From an optimization exercise on the open Yosys and OpenROAD flow, aimed at small area, a short achievable clock period and few clock cycles per item; shortcuts taken in it are not production practice. No activity file was given, so power comes from the tool's default toggle rates.

## the baseline
## quadrature_decoder_velocity_core
module quadrature_decoder_velocity_core
(
    input  wire logic      clk,
    input  wire logic      rst_n,
    input  wire logic      in_valid,
    output logic           in_stall,
    input  wire logic [35:0] in_data_bits,
    output logic           out_valid,
    input  wire logic      out_stall,
    output logic [64:0]    out_data_bits
);
    localparam int FD = 16;              
    localparam int MW = 45;              
    localparam logic [MW-1:0] SCALE    = MW'(15625);              
    localparam logic [MW-1:0] MAG_MAX1 = MW'(45'h1e847fffc2f7);   
    localparam logic [MW-1:0] MAG_MAX2 = MW'(45'h1e847fff85ee);   
    localparam logic [1:0] C_QRY = 2'd0;
    localparam logic [1:0] C_UP  = 2'd1;
    localparam logic [1:0] C_DN  = 2'd2;
    localparam logic [1:0] C_RST = 2'd3;
    logic        ivalid;
    logic [34:0] ibuf;           
    logic        eqz;            
    logic        stall_r;
    logic        proc;           
    logic        in_fire;
    logic [1:0]  in_op;
    logic [31:0] in_time;
    logic        in_up;
    logic        is_query;
    assign in_op    = ibuf[34:33];
    assign in_time  = ibuf[31:0];
    assign in_up    = ibuf[32];
    assign is_query = (in_op == qdv_pkg::OP_QUERY);
    assign in_stall = stall_r;
    assign in_fire  = in_valid && !stall_r;
    logic [1:0]  fifo_mem [FD];
    logic [4:0]  fcnt;
    logic        fne, ffull;     
    logic [1:0]  head;
    logic [1:0]  push_code;
    logic        pop;
    assign head = fifo_mem[0];
    logic          msgn;
    logic [MW-1:0] mag;
    logic          mzero, mmin, mmax;    
    logic [31:0]   snap_time;
    logic [31:0]   dt_now;
    logic          snap_upd;             
    qdv_add #(.N(32)) u_dt (.a(in_time), .b(~snap_time), .ci(1'b1), .y(dt_now), .co());
    logic        busy, done;
    logic [31:0] dv;             
    logic [32:0] rem;            
    logic [32:0] sq;             
    logic [5:0]  cnt;            
    logic        dneg, dzero, dsat;
    logic       proc_keep, proc_pop;
    assign proc_keep = ivalid && !ffull && !(is_query && busy);
    assign proc_pop  = ivalid && !ffull && !(is_query && busy && head != C_QRY);
  ...
For scale: ~2500 cells after synthesis.
make LEC_CHECK=0 CAP_MARGIN=20 CORE_MARGIN=2 CORE_UTILIZATION=55 PLACE_DENSITY=0.65 SETUP_SLACK_MARGIN=4.4 SLEW_MARGIN=20 finish   # period 8.0 ns
run.sh (not shown) runs the stock make flow with config.mk's settings and CLKGATE_MAP_FILE= SYNTH_SCRIPT=/design/flow/synth_recipe.tcl, a recipe that flattens the netlist after the stock synthesis.
diff inputs: the baseline => the candidate
-- flow/design.v --
<<< the baseline, line 127
        end
    end
    assign eqz = (in_time == snap_time);
    always_ff @(posedge clk)
    begin
>>> the candidate, line 127
        end
    end
    logic eq_old, eq_new;
    assign eq_old = (in_data_bits[31:0] == snap_time);
    assign eq_new = (in_data_bits[31:0] == in_time);
    always_ff @(posedge clk)
    begin
<<< the baseline, line 135
                     in_data_bits[34] ^ (in_data_bits[33] != in_data_bits[32]),
                     in_data_bits[31:0]};
        end
    end
>>> the candidate, line 137
                     in_data_bits[34] ^ (in_data_bits[33] != in_data_bits[32]),
                     in_data_bits[31:0]};
            eqz  <= snap_upd ? eq_new : eq_old;
        end
    end
<<< the baseline, line 254
            m2[j]  = (j + 2 >= 32) ? 1'b1 : dv_hi[(j + 2) % 32];
        end
        skip16 = !rneg && (cnt >= 6'd16) && ((rem[31:0] & m16) == '0) && ((sq[32:17] & dv_hi[15:0]) == '0);
        skip8  = !rneg && (cnt >= 6'd8)  && ((rem[31:0] & m8) == '0)  && ((sq[32:25] & dv_hi[7:0]) == '0);
        skip4  = !rneg && (cnt >= 6'd4)  && ((rem[31:0] & m4) == '0)  && ((sq[32:29] & dv_hi[3:0]) == '0);
        skip2  = !rneg && (cnt >= 6'd2)  && ((rem[31:0] & m2) == '0)  && ((sq[32:31] & dv_hi[1:0]) == '0);
    end
    qdv_add #(.N(34)) u_trial (.a({rem, sq[32]}),
        .b(rneg ? {2'b00, dv} : ~{2'b00, dv}), .ci(!rneg), .y(trial), .co());
    assign qbit = !trial[33];
    logic [31:0] quo, quo_t, quo_neg;
    logic [31:0] vel;
    logic        vsat;
    assign quo = sq[31:0];
    qdv_pand #(.N(32)) u_neg (.x(~quo), .t(quo_t));
    assign quo_neg = quo ^ ~quo_t;
    assign vsat    = dsat || (quo[31] && (!dneg || !quo_t[31]));
    always_comb
    begin
>>> the candidate, line 257
            m2[j]  = (j + 2 >= 32) ? 1'b1 : dv_hi[(j + 2) % 32];
        end
        skip16 = !rneg && (cnt > 6'd16) && ((rem[31:0] & m16) == '0) && ((sq[32:17] & dv_hi[15:0]) == '0);
        skip8  = !rneg && (cnt > 6'd8)   && ((rem[31:0] & m8) == '0)  && ((sq[32:25] & dv_hi[7:0]) == '0);
        skip4  = !rneg && (cnt > 6'd4)   && ((rem[31:0] & m4) == '0)  && ((sq[32:29] & dv_hi[3:0]) == '0);
        skip2  = !rneg && (cnt > 6'd2)   && ((rem[31:0] & m2) == '0)  && ((sq[32:31] & dv_hi[1:0]) == '0);
    end
    qdv_add #(.N(34)) u_trial (.a({rem, sq[32]}),
        .b(rneg ? {2'b00, dv} : ~{2'b00, dv}), .ci(!rneg), .y(trial), .co());
    assign qbit = !trial[33];
    logic        qlast;
    logic        fin_now;        
    logic        qb;
    logic [30:0] qh, qh_t, qh_neg;
    logic [31:0] vel, negv;
    logic        vsat;
    assign fin_now = busy && !done && (cnt == 6'd1);
    assign qb      = fin_now ? qbit : qlast;
    assign qh      = sq[30:0];
    qdv_pand #(.N(31)) u_neg (.x(~qh), .t(qh_t));
    assign qh_neg  = qh ^ ~qh_t;
    assign negv    = qb ? {~qh, 1'b1} : {qh_neg, 1'b0};
    assign vsat    = dsat || (qh[30] && (!dneg || qb || (qh[29:0] != '0)));
    always_comb
    begin
<<< the baseline, line 276
            vel = dneg ? 32'h8000_0000 : 32'h7fff_ffff;
        else
            vel = dneg ? quo_neg : quo;
    end
    always_ff @(posedge clk or negedge rst_n)
>>> the candidate, line 285
            vel = dneg ? 32'h8000_0000 : 32'h7fff_ffff;
        else
            vel = dneg ? negv : {qh, qb};
    end
    always_ff @(posedge clk or negedge rst_n)
<<< the baseline, line 337
                cnt <= cnt - 6'd2;
            end
            else
            begin
>>> the candidate, line 346
                cnt <= cnt - 6'd2;
            end
            else if (cnt == 6'd1)
            begin
                qlast <= qbit;
                cnt   <= 6'd0;
            end
            else
            begin
<<< the baseline, line 352
    logic        ovv;
    logic        hok;            
    logic [31:0] tick_t, tick_next;
    qdv_pand #(.N(32)) u_tick (.x(head[1] ? ~otick : otick), .t(tick_t));
    always_comb
    begin
        case (head)
            C_UP, C_DN: tick_next = otick ^ tick_t;
            C_RST:      tick_next = '0;
            default:    tick_next = otick;
        endcase
    end
    assign hok = fne && (head != C_QRY || done);
    assign pop = hok && (!ovalid || !out_stall);
    always_ff @(posedge clk or negedge rst_n)
>>> the candidate, line 366
    logic        ovv;
    logic        hok;            
    logic [31:0] tick_ti, tick_td, tick_next;
    qdv_pand #(.N(32)) u_tick_i (.x(otick), .t(tick_ti));
    qdv_pand #(.N(32)) u_tick_d (.x(~otick), .t(tick_td));
    always_comb
    begin
        case (head)
            C_UP:    tick_next = otick ^ tick_ti;
            C_DN:    tick_next = otick ^ tick_td;
            C_RST:   tick_next = '0;
            default: tick_next = otick;
        endcase
    end
    assign hok = fne && (head != C_QRY || done || fin_now);
    assign pop = hok && (!ovalid || !out_stall);
    always_ff @(posedge clk or negedge rst_n)
==> results.txt <==
Result for the candidate and the baseline: all clean
Looking at highest metal layer with signal wires, the met5 result is from the candidate; the met4 one comes from the baseline.
Compared with the baseline, the candidate shows sequential share of power lower by 5.0 points.
When the candidate is set beside the baseline, its overall routing resource usage turns out to be 5.8 points larger.
The candidate falls short of the baseline in total core area.
Taking the baseline as the reference, in the candidate area after synthesis went up about 4.5%; design area went up about 15%; overall power after layout went up about 33%; wire length went up about 30%.
No run of this note included a check of the RTL's function; only the layout flow was run.

static timing again, ports no longer ideal:
In the flow no input, the clock included, has a driving cell. The finished layouts below were timed again as built, in two steps.
Step 1 sets driving cells, clkbuf_16 on the clock port and buf_2 on the other inputs (assumed; they add their load-dependent delay and slew).
Step 2, shift: input delay + t, output delay - t, t = (earliest + latest rising clock arrival at the registers) / 2. This alone moves slack from input paths to output paths.
Three values: ideal ports, drivers, drivers and shift; two values: the first two.
run	shift t [ns]	slack for setup (ns)	worst data-port slew with drivers (ns)	cell pins on the clock port's net
the baseline	0.615	4.217 / 4.217 / 3.902	0.05	1
the candidate	0.651	3.076 / 3.076 / 3.076	0.04	1
After both steps every run listed still meets setup and hold. The setup slack of the baseline, which loses most, moves by 0.000 ns with the drivers and by -0.315 ns with both steps.
